What follows belongs to an exercise in optimizing a design on an open flow for a short achievable clock period and few clock cycles; a production flow would make more cautious choices. In this exercise RTL edits were held to simulation tests only and were not proved equivalent to the original. No activity file was given, so power comes from the tool's default toggle rates.

`flow/run.sh`:
```
#!/bin/bash
set -e
SETUP_SLACK_MARGIN=6.5 bash standard.sh cts > standard_cts.log 2>&1
SETUP_SLACK_MARGIN=5 bash standard.sh finish > standard_finish.log 2>&1
```
`standard.sh`:
```
#!/bin/bash
# synth_recipe.tcl (not shown) runs the flow's synth.tcl, then flattens the netlist and writes it again
# the make line also repeats each setting of config.mk as NAME=value (left out here)
make -C /OpenROAD-flow-scripts/flow DESIGN_CONFIG=/design/flow/config.mk WORK_HOME=/design/flow/orfs CLKGATE_MAP_FILE= SYNTH_SCRIPT=/design/flow/synth_recipe.tcl "${@:-finish}"
```
`config.mk`:
```
export PLATFORM = sky130hd
export DESIGN_NAME = exec_ctrl
export DESIGN_NICKNAME = exec_ctrl
export VERILOG_FILES = /design/flow/design.v
export SDC_FILE = /design/flow/constraint.sdc
export NUM_CORES = 4
export LEC_CHECK = 0
export CAP_MARGIN = 20
export CORE_MARGIN = 2
export CORE_UTILIZATION = 35
export PLACE_DENSITY = 0.5
export SLEW_MARGIN = 20
```
`constraint.sdc`:
```
create_clock -name core_clock -period 10.0 [get_ports {clk}]
set_input_delay 2.0000 -clock core_clock [delete_from_list [all_inputs] [get_ports {clk}]]
set_output_delay 2.0000 -clock core_clock [all_outputs]
set_load 0.01 [all_outputs]
```
`design.v`:
```
module exec_ctrl #(
  parameter int INST_CAP   = 20,
  parameter int DATA_LEN   = 8,
  parameter int DMEM_DEPTH = 256,
  parameter int TIMEOUT    = 15
) (
  input  logic                clk,
  input  logic                rstn,
  input  logic                IS_ready,
  input  logic [3:0]          control_bus,
  input  logic [DATA_LEN-1:0] data,
  output logic                en,
  output logic [$clog2(INST_CAP):0] pc,
  output logic [DATA_LEN-1:0] acc,
  output logic                zf,
  output logic                cf,
  output logic                halted,
  output logic                err
);
  localparam int PC_W  = $clog2(INST_CAP) + 1;
  localparam int CNT_W = $clog2(TIMEOUT + 1);
  localparam int NGRP  = DMEM_DEPTH / 16;
  localparam logic [3:0] OP_NOP = 4'h0, OP_LDI = 4'h1, OP_LD = 4'h2, OP_ST = 4'h3,
                         OP_ADD = 4'h4, OP_SUB = 4'h5, OP_AND = 4'h6, OP_OR = 4'h7,
                         OP_HALT = 4'h8, OP_JMP = 4'h9, OP_JZ = 4'hA, OP_JC = 4'hB,
                         OP_ADDI = 4'hC, OP_NOT = 4'hD;
  function automatic logic [DATA_LEN:0] cs_add(input logic [DATA_LEN-1:0] a,
                                               input logic [DATA_LEN-1:0] b,
                                               input logic                ci);
    logic [4:0] lo, hi0, hi1;
    lo  = {1'b0, a[3:0]} + {1'b0, b[3:0]} + {4'b0, ci};
    hi0 = {1'b0, a[7:4]} + {1'b0, b[7:4]};
    hi1 = {1'b0, a[7:4]} + {1'b0, b[7:4]} + 5'd1;
    cs_add = {(lo[4] ? hi1 : hi0), lo[3:0]};
  endfunction
  logic                  start_q;    
  logic                  en_q;       
  logic                  wait_q;     
  logic                  slow_q;     
  logic                  st_q;       
  logic [CNT_W-1:0]      cnt_q;
  logic [PC_W-1:0]       pc_q;
  logic [DATA_LEN-1:0]   acc_q;
  logic                  zf_q, cf_q, halted_q, err_q;
  logic                           k_ld_q, k_add_q, k_sub_q, k_and_q, k_or_q;   
  logic [15:0]                    lsel_q, hsel_q;
  logic [NGRP-1:0][DATA_LEN-1:0]  grp_q;
  logic [DMEM_DEPTH-1:0][DATA_LEN-1:0] dmem;
  assign en     = en_q;
  assign pc     = pc_q;
  assign acc    = acc_q;
  assign zf     = zf_q;
  assign cf     = cf_q;
  assign halted = halted_q;
  assign err    = err_q;
  logic                      ans;
  logic [PC_W-1:0]           pc_inc, tgt;
  logic                      tgt_ok, take, is_mem, stop, stop_err, tmo;
  logic [15:0]               lo_sel, hi_sel;
  logic [NGRP-1:0][DATA_LEN-1:0] grp_d;
  logic [DATA_LEN:0]         addi;
  logic [DATA_LEN-1:0]       negacc;
  assign ans    = wait_q & IS_ready;
  assign pc_inc = (pc_q == PC_W'(INST_CAP - 1)) ? '0 : pc_q + PC_W'(1);
  assign tgt    = PC_W'(data);
  assign tgt_ok = (tgt < PC_W'(INST_CAP));
  assign take   = (control_bus == OP_JMP) | ((control_bus == OP_JZ) & zf_q) |
                  ((control_bus == OP_JC) & cf_q);
  assign is_mem = (control_bus == OP_LD) | (control_bus == OP_ADD) | (control_bus == OP_SUB) |
                  (control_bus == OP_AND) | (control_bus == OP_OR);
  assign stop_err = (control_bus == 4'hE) | (control_bus == 4'hF) | (take & !tgt_ok);
  assign stop   = (control_bus == OP_HALT) | stop_err;
  assign tmo    = wait_q & !IS_ready & (cnt_q == CNT_W'(TIMEOUT - 1));
  always_ff @(posedge clk) negacc <= -acc_q;
  assign addi   = cs_add(acc_q, data, 1'b0);
  always_comb
    for (int k = 0; k < 16; k++) begin
      lo_sel[k] = (data[3:0] == 4'(k));
      hi_sel[k] = (data[7:4] == 4'(k));
    end
  always_comb
    for (int g = 0; g < NGRP; g++) begin
      grp_d[g] = '0;
      for (int k = 0; k < 16; k++)
        grp_d[g] = grp_d[g] | (dmem[16*g + k] & {DATA_LEN{lo_sel[k]}});
    end
  logic [NGRP-1:0][DATA_LEN-1:0] g_acc;
  logic [NGRP-1:0]               g_zf, g_cf;
  logic [DATA_LEN-1:0]           s_acc;
  logic                          s_zf, s_cf;
  always_comb begin
    for (int g = 0; g < NGRP; g++) begin
      logic [DATA_LEN-1:0] w;
      logic [DATA_LEN:0]   ad, df;
      w  = grp_q[g];
      ad = cs_add(acc_q, w, 1'b0);
      df = cs_add(acc_q, ~w, 1'b1);
      g_acc[g] = ({DATA_LEN{k_ld_q}}  & w) |
                 ({DATA_LEN{k_add_q}} & ad[DATA_LEN-1:0]) |
                 ({DATA_LEN{k_sub_q}} & df[DATA_LEN-1:0]) |
                 ({DATA_LEN{k_and_q}} & (acc_q & w)) |
                 ({DATA_LEN{k_or_q}}  & (acc_q | w));
      g_zf[g]  = (k_ld_q  & (w == '0)) |
                 (k_add_q & (w == negacc)) |
                 (k_sub_q & (w == acc_q)) |
                 (k_and_q & ((acc_q & w) == '0)) |
                 (k_or_q  & ((acc_q | w) == '0));
      g_cf[g]  = (k_add_q & ad[DATA_LEN]) | (k_sub_q & !df[DATA_LEN]);
    end
    s_acc = '0;
    s_zf  = 1'b0;
    s_cf  = 1'b0;
    for (int g = 0; g < NGRP; g++) begin
      s_acc = s_acc | (g_acc[g] & {DATA_LEN{hsel_q[g]}});
      s_zf  = s_zf  | (g_zf[g] & hsel_q[g]);
      s_cf  = s_cf  | (g_cf[g] & hsel_q[g]);
    end
  end
  always_ff @(posedge clk or negedge rstn) begin
    if (!rstn) begin
      start_q  <= 1'b1;
      en_q     <= 1'b0;
      wait_q   <= 1'b0;
      slow_q   <= 1'b0;
      st_q     <= 1'b0;
      cnt_q    <= '0;
      pc_q     <= '0;
      acc_q    <= '0;
      zf_q     <= 1'b0;
      cf_q     <= 1'b0;
      halted_q <= 1'b0;
      err_q    <= 1'b0;
    end else begin
      start_q <= 1'b0;
      en_q    <= start_q | slow_q | (ans & !is_mem & !stop);
      slow_q  <= ans & is_mem;
      st_q    <= ans & (control_bus == OP_ST);
      if (en_q)        wait_q <= 1'b1;
      else if (ans)    wait_q <= 1'b0;
      else if (tmo)    wait_q <= 1'b0;
      if (en_q)        cnt_q  <= '0;
      else if (wait_q) cnt_q  <= cnt_q + CNT_W'(1);
      if (tmo) begin
        halted_q <= 1'b1;
        err_q    <= 1'b1;
      end
      if (ans) begin
        if (stop) begin
          halted_q <= 1'b1;
          err_q    <= stop_err;
        end else if (take) begin
          pc_q <= tgt;
        end else begin
          pc_q <= pc_inc;
        end
        case (control_bus)
          OP_LDI:  begin acc_q <= data;               zf_q <= (data == '0);   cf_q <= 1'b0; end
          OP_ADDI: begin acc_q <= addi[DATA_LEN-1:0]; zf_q <= (data == negacc); cf_q <= addi[DATA_LEN]; end
          OP_NOT:  begin acc_q <= ~acc_q;             zf_q <= (acc_q == '1);  cf_q <= 1'b0; end
          default: ;
        endcase
      end
      if (slow_q) begin
        acc_q <= s_acc;
        zf_q  <= s_zf;
        cf_q  <= s_cf;
      end
    end
  end
  always_ff @(posedge clk) begin
    k_ld_q  <= (control_bus == OP_LD);
    k_add_q <= (control_bus == OP_ADD);
    k_sub_q <= (control_bus == OP_SUB);
    k_and_q <= (control_bus == OP_AND);
    k_or_q  <= (control_bus == OP_OR);
    lsel_q <= lo_sel;
    hsel_q <= hi_sel;
    grp_q  <= grp_d;
  end
  always_ff @(posedge clk) begin
    for (int i = 0; i < DMEM_DEPTH; i++)
      if (st_q & lsel_q[i % 16] & hsel_q[i / 16]) dmem[i] <= acc_q;
  end
endmodule
```
==> results of run 1 <==
power groups by stage:
stage,Combinational (mW),Clock (mW),Sequential (mW)
3_3_place_gp,5.16,0,11.7
2_1_floorplan,3.12,0,11.8
3_5_place_dp,5.22,0,11.7
5_1_grt,7.12,9.10,11.3
4_1_cts,6.60,8.75,11.3
6_report,6.74,8.65,11.4
through the flow:
stage	util [%]	cell area (µm²)	total power [mW]
after CTS	40.9	116000	26.7
final	41.0	116000	26.7
after floorplan	-	99500	14.9
after global placement	36.9	104000	16.8
after detailed placement	36.9	104000	16.9
after global routing	41.0	116000	27.6
worst paths after layout:
check,to,slack [ns],cells after the start
min in group asynchronous,acc_q[1],1.51,2
max in group asynchronous,acc_q[0],8.07,2
worst max-delay path,acc[1],5.97,3
worst max register to register,cf_q,6.00,13
worst min-delay path,grp_q[65],0.43,2
worst min register to register,grp_q[65],0.43,2
state kept, by name, summed over array words and instances, names as in the netlist, 4 cells and up:
register	flops
hsel_q	16
pc_q	6
grp_q	128
dmem	2048
acc_q	8
negacc	8
lsel_q	16
cnt_q	4
worst max-delay path, stage by stage (launching register included):
cell and delay (ns):
dfrtp_4 0.57, buf_16 0.18, buf_16 0.15, buf_8 0.14
timing repair:
item	in CTS	in global routing
buffers inserted	112	0
gates resized for setup	464	0
setup endpoints to repair	212	0
logic make-up (layout without fill, tap and decap cells):
group	Yosys count	count (layout)	synth area share, %
compound gates	1707	1707	13.8
xor+xnor	401	401	3.54
fa+ha+maj	496	496	6.75
buf+inv	728	1029	2.80
flops	2248	2248	66.1
mux	27	27	0.276
other cells	1	54	0.00378
simple gates	1249	1250	6.74
area by class of cell:
class                   count  share of cell area (%)
clock inverters            99                   0.927
inverters                 270                   0.895
flip-flops and latches   2248                    56.8
clock buffers             328                    5.55
multi-input cells        3882                    27.5
diodes                     53                   0.115
well taps                3743                    4.05
repair buffers            332                    4.17
layer usage:
metal	routed length (µm)	vias up
li1	-	27677
met1	160000	34972
met2	174000	3403
met3	31700	650
met4	14300	16
met5	111	-
cell usage in the layout, fill, tap and decap left out, drive strengths merged, types with 63 or more instances in the layout:
cell type	count
nand3	63
nand4	261
a21o	67
xnor2	278
nor4	64
buf	278
clkinv	70
dfxtp	173
a21oi	185
fa	66
nand2	224
a22oi	69
inv	272
ha	430
o21ai	101
a221oi	534
clkbuf	328
nor2	200
a22o	529
xor2	123
and3	260
edfxtp	2048
==> out/metrics.yaml, run 1 <==
outcome:
  outcome: "no timing/DRC/antenna violations"
min_path:
  hold_start: "dmem[1129]"
  hold_class: "reg -> reg"
placed_design:
  place_ws_ns: 4.34
  dp.cells: 10316
  portBuffers: 33
  dpl.hpwl_mm: 210
  gp_congestion: 0.944
sta:
  fin_crit_sh_pct: 40.3
  slew_headroom_pct: 19.6
  whs_ns: 0.427
  tightest_slew_ns: 1.21
  rsz0062_at_grt: "false"
  tns_ns: 0
  fin_skew_ns: 0.0955
  fmax_ghz: 0.248
  hold_viol_final: 0
  fin_ws_ns: 5.97
  maxSlewViolCount: 0
  setup_violations: 0
  min_period_ns: 4.03
clocking:
  hold_buffers: 0
  clock_latency_ns: 0.95
  tritoncts: "yes"
  htreeDepth: 4
  cts_inserted_buffers: 231
  root_buffer: "clkbuf_16"
  cts_num_sinks: 2248
  cts_buffer_depth: 4
  cts.clk_slew.worst_paths_ns: 0.07
routing:
  firstDrtPassIters: 9
  vias: 66718
  ant_nets: 0
  wire_per_inst_um: 34.8
  finalWirelength_mm: 381
  vias_per_cell: 6.09
  drc: 0
  drtIter0Drc: 9188
synth:
  seq_area_frac_synth_pct: 66.1
  synth_flop_cell: "edfxtp_1"
  avgSynthCellArea_um2: 14.5
  yosysTopAreaCell: "edfxtp_1"
  yosysMostFrequentCell: "edfxtp_1"
  synth_cell_types: 71
  synthTopCellsByCount: "edfxtp_1, a221oi_1, a22o_1"
  synth_edf_count: 2048
  netlist_top_cells_area: "edfxtp_1, ha_1, a221oi_1, a22o_1, dfxtp_1"
  syn_nets: 7368
  synth_top_area_share_pct: 61.9
  syn_area_um2: 99300
  yosysWarnings: 1
  syn_inst: 6857
  ys_ff_latch: 2248
  synthArstFlopShare_pct: 1.20
floorplan:
  die_w_um: 537
  die-area_um2: 288000
  pin_count: 34
  core_um2: 282000
  fp.dieH_um: 537
  num_rows: 195
  start_util_pct: 35.2
power_and_ir_drop:
  seqPwrFrac_pct: 42.4
  pwr_density_cell_nw_per_um2: 231
  p_leak_nw: 40.1
  vdd_drop_max_mv: 0.156
  switching_share_pct: 31.0
  p_int_mw: 18.4
  p_comb_share_pct: 25.2
  p_clk_share_pct: 32.4
  p_switching_mw: 8.30
setup_path:
  crit_start: "acc_q[1]"
  criticalPathCategory: "reg -> out"
  cp.required_ns: 8.00
  crit_path_start_kind: "flip-flop"
  critPathCaptureType: "output pin"
  crit_arrival_ns: 2.03
  path_max_fanout: 3
  r2r-start: "acc_q[7]"
finish:
  drive_gt1_share_pct: 12.3
  seq_area_um2: 65700
  final_net_count: 7476
  instances_no_fill: 10955
  syn_to_final_growth_pct: 16.5
  nFillCells: 25659
  multi_input_area_um2: 31800
grt:
  busiest_layer: "met2"
  grt.met3_usage_pct: 4.38
  grt_pass1_wl_mm: 526
  grt_start_max_net_pins: 118
  grt_pass1_vias: 64240
  grt.met1_usage_pct: 35.9
  antenna_found_initial: 29
  grtUsageMet2_pct: 40.8
  gr-usage-all-layers_pct: 25.9
  grt_overflow: 0
run:
  max_cap_violations: 0
Testbench counts, summed over its fixed seeds: cycles 45,835.
==> inputs of run 2 (changes only) <==
--- a/design.v
+++ b/design.v
@@ -24,6 +24,12 @@
                          OP_ADD = 4'h4, OP_SUB = 4'h5, OP_AND = 4'h6, OP_OR = 4'h7,
                          OP_HALT = 4'h8, OP_JMP = 4'h9, OP_JZ = 4'hA, OP_JC = 4'hB,
                          OP_ADDI = 4'hC, OP_NOT = 4'hD;
+  typedef struct packed {
+    logic                v;
+    logic [DATA_LEN-1:0] a;
+    logic [15:0]         lo;
+    logic [15:0]         hi;
+  } pred_t;
   function automatic logic [DATA_LEN:0] cs_add(input logic [DATA_LEN-1:0] a,
                                                input logic [DATA_LEN-1:0] b,
                                                input logic                ci);
@@ -38,19 +44,31 @@
   logic                  wait_q;     
   logic                  slow_q;     
   logic                  st_q;       
+  logic                  tw_q;       
   logic [CNT_W-1:0]      cnt_q;
   logic [PC_W-1:0]       pc_q;
   logic [DATA_LEN-1:0]   acc_q;
   logic                  zf_q, cf_q, halted_q, err_q;
+  logic [DATA_LEN-1:0]   acc_o;      
+  logic                  zf_o, cf_o;
   logic                           k_ld_q, k_add_q, k_sub_q, k_and_q, k_or_q;   
+  logic [DATA_LEN-1:0]            addr_q;    
   logic [15:0]                    lsel_q, hsel_q;
+  logic [PC_W-1:0]                wpc_q;     
   logic [NGRP-1:0][DATA_LEN-1:0]  grp_q;
+  logic [INST_CAP-1:0]            pval_q;
+  logic [INST_CAP-1:0][DATA_LEN-1:0] ptbl_q;
+  logic [INST_CAP-1:0][15:0]      plo_tbl_q, phi_tbl_q;
+  pred_t                          pi_q, pt_q;    
+  logic                           take_q;        
+  logic [DATA_LEN-1:0]            pmi_q, pmt_q;  
+  logic                           fwi_q, fwt_q;  
   logic [DMEM_DEPTH-1:0][DATA_LEN-1:0] dmem;
   assign en     = en_q;
   assign pc     = pc_q;
-  assign acc    = acc_q;
-  assign zf     = zf_q;
-  assign cf     = cf_q;
+  assign acc    = acc_o;
+  assign zf     = zf_o;
+  assign cf     = cf_o;
   assign halted = halted_q;
   assign err    = err_q;
   logic                      ans;
@@ -71,7 +89,7 @@
   assign stop_err = (control_bus == 4'hE) | (control_bus == 4'hF) | (take & !tgt_ok);
   assign stop   = (control_bus == OP_HALT) | stop_err;
   assign tmo    = wait_q & !IS_ready & (cnt_q == CNT_W'(TIMEOUT - 1));
-  always_ff @(posedge clk) negacc <= -acc_q;
+  assign negacc = -acc_q;
   assign addi   = cs_add(acc_q, data, 1'b0);
   always_comb
     for (int k = 0; k < 16; k++) begin
@@ -84,6 +102,40 @@
       for (int k = 0; k < 16; k++)
         grp_d[g] = grp_d[g] | (dmem[16*g + k] & {DATA_LEN{lo_sel[k]}});
     end
+  pred_t pi_n, pt_n;
+  always_comb begin
+    pi_n = '0;
+    pt_n = '0;
+    for (int p = 0; p < INST_CAP; p++) begin
+      if (pc_inc == PC_W'(p)) pi_n = {pval_q[p], ptbl_q[p], plo_tbl_q[p], phi_tbl_q[p]};
+      if (tgt == PC_W'(p))    pt_n = {pval_q[p], ptbl_q[p], plo_tbl_q[p], phi_tbl_q[p]};
+    end
+  end
+  logic                hit;
+  logic [DATA_LEN-1:0] opnd;
+  logic [DATA_LEN:0]   h_add, h_sub;
+  pred_t               pc_pred;
+  assign pc_pred = take_q ? pt_q : pi_q;
+  assign hit     = pc_pred.v & (data == pc_pred.a);
+  assign opnd    = (take_q ? fwt_q : fwi_q) ? acc_q : (take_q ? pmt_q : pmi_q);
+  logic [DATA_LEN:0] h_dif;
+  assign h_add   = cs_add(acc_q, opnd, 1'b0);
+  assign h_dif   = cs_add(acc_q, ~opnd, 1'b1);
+  assign h_sub   = {~h_dif[DATA_LEN], h_dif[DATA_LEN-1:0]};
+  function automatic logic [DATA_LEN-1:0] read_word(input logic [15:0] lo, input logic [15:0] hi,
+                                                    input logic [DMEM_DEPTH-1:0][DATA_LEN-1:0] mem);
+    logic [DATA_LEN-1:0] w, gw;
+    w = '0;
+    for (int g = 0; g < NGRP; g++) begin
+      gw = '0;
+      for (int k = 0; k < 16; k++) gw = gw | (mem[16*g + k] & {DATA_LEN{lo[k]}});
+      w = w | (gw & {DATA_LEN{hi[g]}});
+    end
+    read_word = w;
+  endfunction
+  logic [DATA_LEN-1:0] pmi_d, pmt_d;
+  assign pmi_d = read_word(pi_q.lo, pi_q.hi, dmem);
+  assign pmt_d = read_word(pt_q.lo, pt_q.hi, dmem);
   logic [NGRP-1:0][DATA_LEN-1:0] g_acc;
   logic [NGRP-1:0]               g_zf, g_cf;
   logic [DATA_LEN-1:0]           s_acc;
@@ -116,6 +168,25 @@
       s_cf  = s_cf  | (g_cf[g] & hsel_q[g]);
     end
   end
+  logic [DATA_LEN-1:0] a_acc;
+  logic                a_zf, a_cf, a_upd;
+  always_comb begin
+    a_acc = acc_q;
+    a_zf  = zf_q;
+    a_cf  = cf_q;
+    a_upd = 1'b1;
+    case (control_bus)
+      OP_LDI:  begin a_acc = data;                 a_zf = (data == '0);            a_cf = 1'b0; end
+      OP_ADDI: begin a_acc = addi[DATA_LEN-1:0];   a_zf = (data == negacc);        a_cf = addi[DATA_LEN]; end
+      OP_NOT:  begin a_acc = ~acc_q;               a_zf = (acc_q == '1);           a_cf = 1'b0; end
+      OP_LD:   begin a_acc = opnd;                 a_zf = (opnd == '0);            a_cf = 1'b0; end
+      OP_ADD:  begin a_acc = h_add[DATA_LEN-1:0];  a_zf = (opnd == negacc);        a_cf = h_add[DATA_LEN]; end
+      OP_SUB:  begin a_acc = h_sub[DATA_LEN-1:0];  a_zf = (opnd == acc_q);         a_cf = h_sub[DATA_LEN]; end
+      OP_AND:  begin a_acc = acc_q & opnd;         a_zf = ((acc_q & opnd) == '0);  a_cf = 1'b0; end
+      OP_OR:   begin a_acc = acc_q | opnd;         a_zf = ((acc_q | opnd) == '0);  a_cf = 1'b0; end
+      default: a_upd = 1'b0;
+    endcase
+  end
   always_ff @(posedge clk or negedge rstn) begin
     if (!rstn) begin
       start_q  <= 1'b1;
@@ -123,18 +194,26 @@
       wait_q   <= 1'b0;
       slow_q   <= 1'b0;
       st_q     <= 1'b0;
+      tw_q     <= 1'b0;
       cnt_q    <= '0;
       pc_q     <= '0;
       acc_q    <= '0;
       zf_q     <= 1'b0;
       cf_q     <= 1'b0;
+      acc_o    <= '0;
+      zf_o     <= 1'b0;
+      cf_o     <= 1'b0;
       halted_q <= 1'b0;
       err_q    <= 1'b0;
+      pval_q   <= '0;
+      pi_q.v   <= 1'b0;
+      pt_q.v   <= 1'b0;
     end else begin
       start_q <= 1'b0;
-      en_q    <= start_q | slow_q | (ans & !is_mem & !stop);
-      slow_q  <= ans & is_mem;
+      en_q    <= start_q | slow_q | (ans & (is_mem ? hit : !stop));
+      slow_q  <= ans & is_mem & !hit;
       st_q    <= ans & (control_bus == OP_ST);
+      tw_q    <= ans & is_mem;
       if (en_q)        wait_q <= 1'b1;
       else if (ans)    wait_q <= 1'b0;
       else if (tmo)    wait_q <= 1'b0;
@@ -153,18 +232,28 @@
         end else begin
           pc_q <= pc_inc;
         end
-        case (control_bus)
-          OP_LDI:  begin acc_q <= data;               zf_q <= (data == '0);   cf_q <= 1'b0; end
-          OP_ADDI: begin acc_q <= addi[DATA_LEN-1:0]; zf_q <= (data == negacc); cf_q <= addi[DATA_LEN]; end
-          OP_NOT:  begin acc_q <= ~acc_q;             zf_q <= (acc_q == '1);  cf_q <= 1'b0; end
-          default: ;
-        endcase
+        if (a_upd & (!is_mem | hit)) begin
+          acc_q <= a_acc;
+          zf_q  <= a_zf;
+          cf_q  <= a_cf;
+        end
+        if (a_upd) begin
+          acc_o <= a_acc;
+          zf_o  <= a_zf;
+          cf_o  <= a_cf;
+        end
+        pi_q.v <= pi_n.v;
+        pt_q.v <= pt_n.v;
       end
       if (slow_q) begin
         acc_q <= s_acc;
         zf_q  <= s_zf;
         cf_q  <= s_cf;
+        acc_o <= s_acc;
+        zf_o  <= s_zf;
+        cf_o  <= s_cf;
       end
+      if (tw_q) pval_q[wpc_q] <= 1'b1;
     end
   end
   always_ff @(posedge clk) begin
@@ -173,9 +262,25 @@
     k_sub_q <= (control_bus == OP_SUB);
     k_and_q <= (control_bus == OP_AND);
     k_or_q  <= (control_bus == OP_OR);
+    addr_q <= data;
     lsel_q <= lo_sel;
     hsel_q <= hi_sel;
+    wpc_q  <= pc_q;
     grp_q  <= grp_d;
+    if (ans) begin
+      pi_q.a  <= pi_n.a;  pi_q.lo <= pi_n.lo;  pi_q.hi <= pi_n.hi;
+      pt_q.a  <= pt_n.a;  pt_q.lo <= pt_n.lo;  pt_q.hi <= pt_n.hi;
+      take_q  <= take;
+    end
+    pmi_q <= pmi_d;
+    pmt_q <= pmt_d;
+    fwi_q <= st_q & (addr_q == pi_q.a);
+    fwt_q <= st_q & (addr_q == pt_q.a);
+    if (tw_q) begin
+      ptbl_q[wpc_q]    <= addr_q;
+      plo_tbl_q[wpc_q] <= lsel_q;
+      phi_tbl_q[wpc_q] <= hsel_q;
+    end
   end
   always_ff @(posedge clk) begin
     for (int i = 0; i < DMEM_DEPTH; i++)
==> flow/run.sh (replaced) <==
#!/bin/bash
set -e
SETUP_SLACK_MARGIN=7 bash standard.sh cts > standard_cts.log 2>&1
SETUP_SLACK_MARGIN=5 bash standard.sh finish > standard_finish.log 2>&1
--- a/config.mk
+++ b/config.mk
@@ -6,7 +6,10 @@
 export NUM_CORES = 4
 export LEC_CHECK = 0
 export CAP_MARGIN = 20
+export CELL_PAD_IN_SITES_DETAIL_PLACEMENT = 1
+export CELL_PAD_IN_SITES_GLOBAL_PLACEMENT = 2
 export CORE_MARGIN = 2
-export CORE_UTILIZATION = 35
-export PLACE_DENSITY = 0.5
+export CORE_UTILIZATION = 30
+export PLACE_DENSITY = 0.4
 export SLEW_MARGIN = 20
+export TNS_END_PERCENT = 20
==> run 2 against run 1 <==
Clock power rose by 77%. Largest cell class unchanged. Fmax is 4.3% lower. Die area rose by 110%. Cell count is 120% higher. Combinational power rose to 4.2 times the previous value. Hold slack better by 0.043 ns. Via count rose to 2.6 times the previous value. Largest power group is now combinational logic. Register-to-register slack got worse by 0.21 ns. Synthesized cell count grew 110%.
==> out/metrics.yaml, run 2 <==
outcome:
  outcome: "no timing/DRC/antenna violations"
power_and_ir_drop:
  p_leak_nw: 78.8
  vdd_drop_max_mv: 0.243
  p_clk_share_pct: 25.3
  seqPwrFrac_pct: 28.2
  pwr_density_cell_nw_per_um2: 265
  p_switching_mw: 26.3
  switching_share_pct: 43.5
  p_comb_share_pct: 46.5
  p_int_mw: 34.2
sta:
  slew_headroom_pct: 10.1
  hold_viol_final: 0
  fin_crit_sh_pct: 42.1
  rsz0062_at_grt: "false"
  fmax_ghz: 0.238
  tightest_slew_ns: 1.35
  tns_ns: 0
  fin_skew_ns: 0.133
  maxSlewViolCount: 0
  setup_violations: 0
  min_period_ns: 4.21
finish:
  top_regs: "dmem (2048), phi_tbl_q (320), plo_tbl_q (320)"
  layout_commonest_cell: "edfxtp_1"
  syn_to_final_growth_pct: 30.2
  mostFrequentLayoutCells: "edfxtp_1, a22o_1, a221oi_1"
  largest_reg_flops: 2048
  seq_area_um2: 93700
  top_register: "dmem"
  final_util_pct: 39.2
  nFillCells: 59637
  multi_input_area_um2: 82900
  drive_gt1_share_pct: 28.3
  final_net_count: 15988
synth:
  synthTopCellsByCount: "edfxtp_1, a221oi_1, a22o_1"
  yosysTopAreaCell: "edfxtp_1"
  synth_top_area_share_pct: 50.1
  ys_ff_latch: 3186
  netlist_top_cells_area: "edfxtp_1, a221oi_1, a22o_1, mux2_2, ha_1"
  synth_edf_count: 2929
  seq_area_frac_synth_pct: 53.2
  synth_cell_types: 98
  yosysMostFrequentCell: "edfxtp_1"
  yosysWarnings: 1
  synthArstFlopShare_pct: 1.88
  synth_flop_cell: "edfxtp_1"
  syn_inst: 14466
  syn_area_um2: 176000
  avgSynthCellArea_um2: 12.1
  syn_nets: 15016
routing:
  drtIter0Drc: 32323
  vias_per_cell: 7.38
  drc: 0
  firstDrtPassIters: 10
  finalWirelength_mm: 1390
  ant_nets: 0
  vias: 175264
  wire_per_inst_um: 58.6
grt:
  grt_overflow: 0
  antenna_found_initial: 193
  gr-usage-all-layers_pct: 45.2
  grt_pass1_vias: 165147
  grt_start_max_net_pins: 200
  grt_pass1_wl_mm: 1770
floorplan:
  core_um2: 582000
  die-area_um2: 591000
  start_util_pct: 30.1
  num_rows: 280
  fp.dieH_um: 769
  die_w_um: 769
  pin_count: 34
setup_path:
  timing.rr.end: "pmt_q[5]"
  cp_top_family: "simple AND/OR/NAND/NOR gates"
  crit_buf_inv: 3
  r2r_slack_ns: 5.79
  crit_path_cell_trace: "buf_4 > buf_12 > buf_16 > a22o_1 > a221oi_1 > nand4_1 > a22oi_2 > nand4_1"
  crit_path_start_kind: "flip-flop"
  crit_start: "pt_q[28]"
  cp.required_ns: 10.62
  crit_arrival_ns: 4.83
  r2r-start: "pt_q[28]"
  cp_common_cell: "nand4_1"
  critPathCaptureType: "flip-flop"
  slowest_delay_ns: 0.87
  crit_slowest_cell: "nand4_1"
  criticalPathCategory: "reg -> reg"
  path_max_fanout: 12
  r2r_cells: 8
min_path:
  hold_start: "halted_q"
  whs_endpoint: "halted_q"
  min_path_cells: 1
  hold_class: "reg -> reg"
clocking:
  hold_buffers: 0
  cts_num_sinks: 3186
  root_buffer: "clkbuf_16"
  clock_latency_ns: 1.11
  cts.clk_slew.worst_paths_ns: 0.06
  htreeDepth: 5
  tritoncts: "yes"
  cts_buffer_depth: 4
  cts_inserted_buffers: 391
placed_design:
  gp_congestion: 0.946
  dpl.hpwl_mm: 786
  portBuffers: 33
run:
  max_cap_violations: 0
==> run 2: cell types whose count changed in the layout (fill, tap and decap cells not counted), sizes merged, moves of 356 or more <==
cell / previous run / this run
buf: 278 / 1769
o21ai: 101 / 457
mux2: 3 / 795
edfxtp: 2048 / 2929
a22o: 529 / 1397
a221oi: 534 / 1542
a22oi: 69 / 615
==> run 2: area by class of cell <==
type	count	share of cell area [%]
inverters	334	0.612
clock buffers	489	4.59
diodes	200	0.219
repair buffers	1914	11.8
flip-flops and latches	3186	41.0
well taps	7755	4.25
multi-input cells	9609	36.3
repair inverters	2	0.00767
clock inverters	245	1.20
==> run 2: timing repair <==
action | 4_1_cts | 5_1_grt
endpoints found under the setup margin | 2537 | 0
buffers inserted | 960 | 0
resized for setup | 2759 | 0
==> run 2: how the worst max path moves through the flow <==
stage	endpoint	slack (ns)	cells after the start
after global routing	zf_o	5.90	13
after global placement	pt_q[28]	3.52	9
final	pmt_q[5]	5.79	8
after CTS	pc[4]	6.11	2
after floorplan	pval_q[10]	3.30	3
after detailed placement	pt_q[28]	3.57	9
==> run 2: cell families (layout without fill, tap and decap cells) <==
logic type / count (synthesis) / after routing / synth area share [%]
other: 1 / 201 / 0.00214
XOR/XNOR: 381 / 381 / 2.05
AO/OA/AOI/OAI: 5399 / 5399 / 24.3
flip-flops: 3186 / 3186 / 53.2
multiplexers: 846 / 846 / 5.45
adder cells (fa/ha/maj): 535 / 535 / 4.11
buffers and inverters: 1676 / 2984 / 3.63
AND/OR/NAND/NOR: 2442 / 2447 / 7.27
==> run 2: metrics by stage <==
stage / area, µm² / total power [mW] / hold WS, ns / setup slack [ns] / instances
6_report: 228000 / 60.5 / 0.470 / 5.79 / 23734
5_1_grt: 228000 / 60.7 / 0.499 / 5.90 / 23569
4_1_cts: 228000 / 59.1 / 0.473 / 6.11 / 23531
3_5_place_dp: 187000 / 37.8 / 0.460 / 3.57 / 21631
3_3_place_gp: 187000 / 37.7 / 0.453 / 3.52 / 21626
2_1_floorplan: 176000 / 26.9 / 0.424 / 3.30 / 14466
==> run 2: power groups by stage <==
stage	combinational, mW	sequential (mW)	clock (mW)
final	28.2	17.1	15.3
after global routing	28.0	17.0	15.7
after CTS	26.7	17.0	15.3
after detailed placement	20.4	17.4	0
after global placement	20.2	17.4	0
after floorplan	9.57	17.4	0
==> run 2: per-layer routing <==
layer	part of all wire (%)	track usage, %	vias to the layer above
li1	-	-	62843
met1	37	56.1	91552
met2	40	63.4	16034
met3	13	17.8	4745
met4	9.0	32.8	90
met5	0.12	0	-
Testbench counts of run 2, summed over its fixed seeds: cycles 40,963.

-- re-timing with driven ports --
The flow's constraints put no driver on any port. The routed layouts listed below were extracted and timed again, unchanged, in two steps. Step 1 sets driving cells, clkbuf_16 on the clock port and buf_2 on the other inputs (assumed; they add their load-dependent delay and slew). Step 2 also shifts input and output timing later by t, the mid clock arrival at the registers, as if the neighbouring blocks saw the same clock. Slacks: no drivers / after step 1 / after step 2; pairs: no drivers / after step 1.
| run | shift t [ns] | setup WS [ns] | hold WS [ns] | slew at the worst register clock pin (ns) | pins driven straight from the clock port |
|---|---|---|---|---|---|
| run 1 | 1.006 | 5.971 / 5.864 / 5.359 | 0.427 / 0.427 / 0.427 | 0.07 / 0.07 | 1 |
| run 2 | 1.173 | 5.792 / 5.792 / 4.999 | 0.470 / 0.470 / 0.470 | 0.07 / 0.07 | 1 |
After both steps setup and hold are still met in every run listed. For run 2, which loses most, drivers alone change the setup slack by 0.000 ns; drivers and shift together by -0.793 ns.
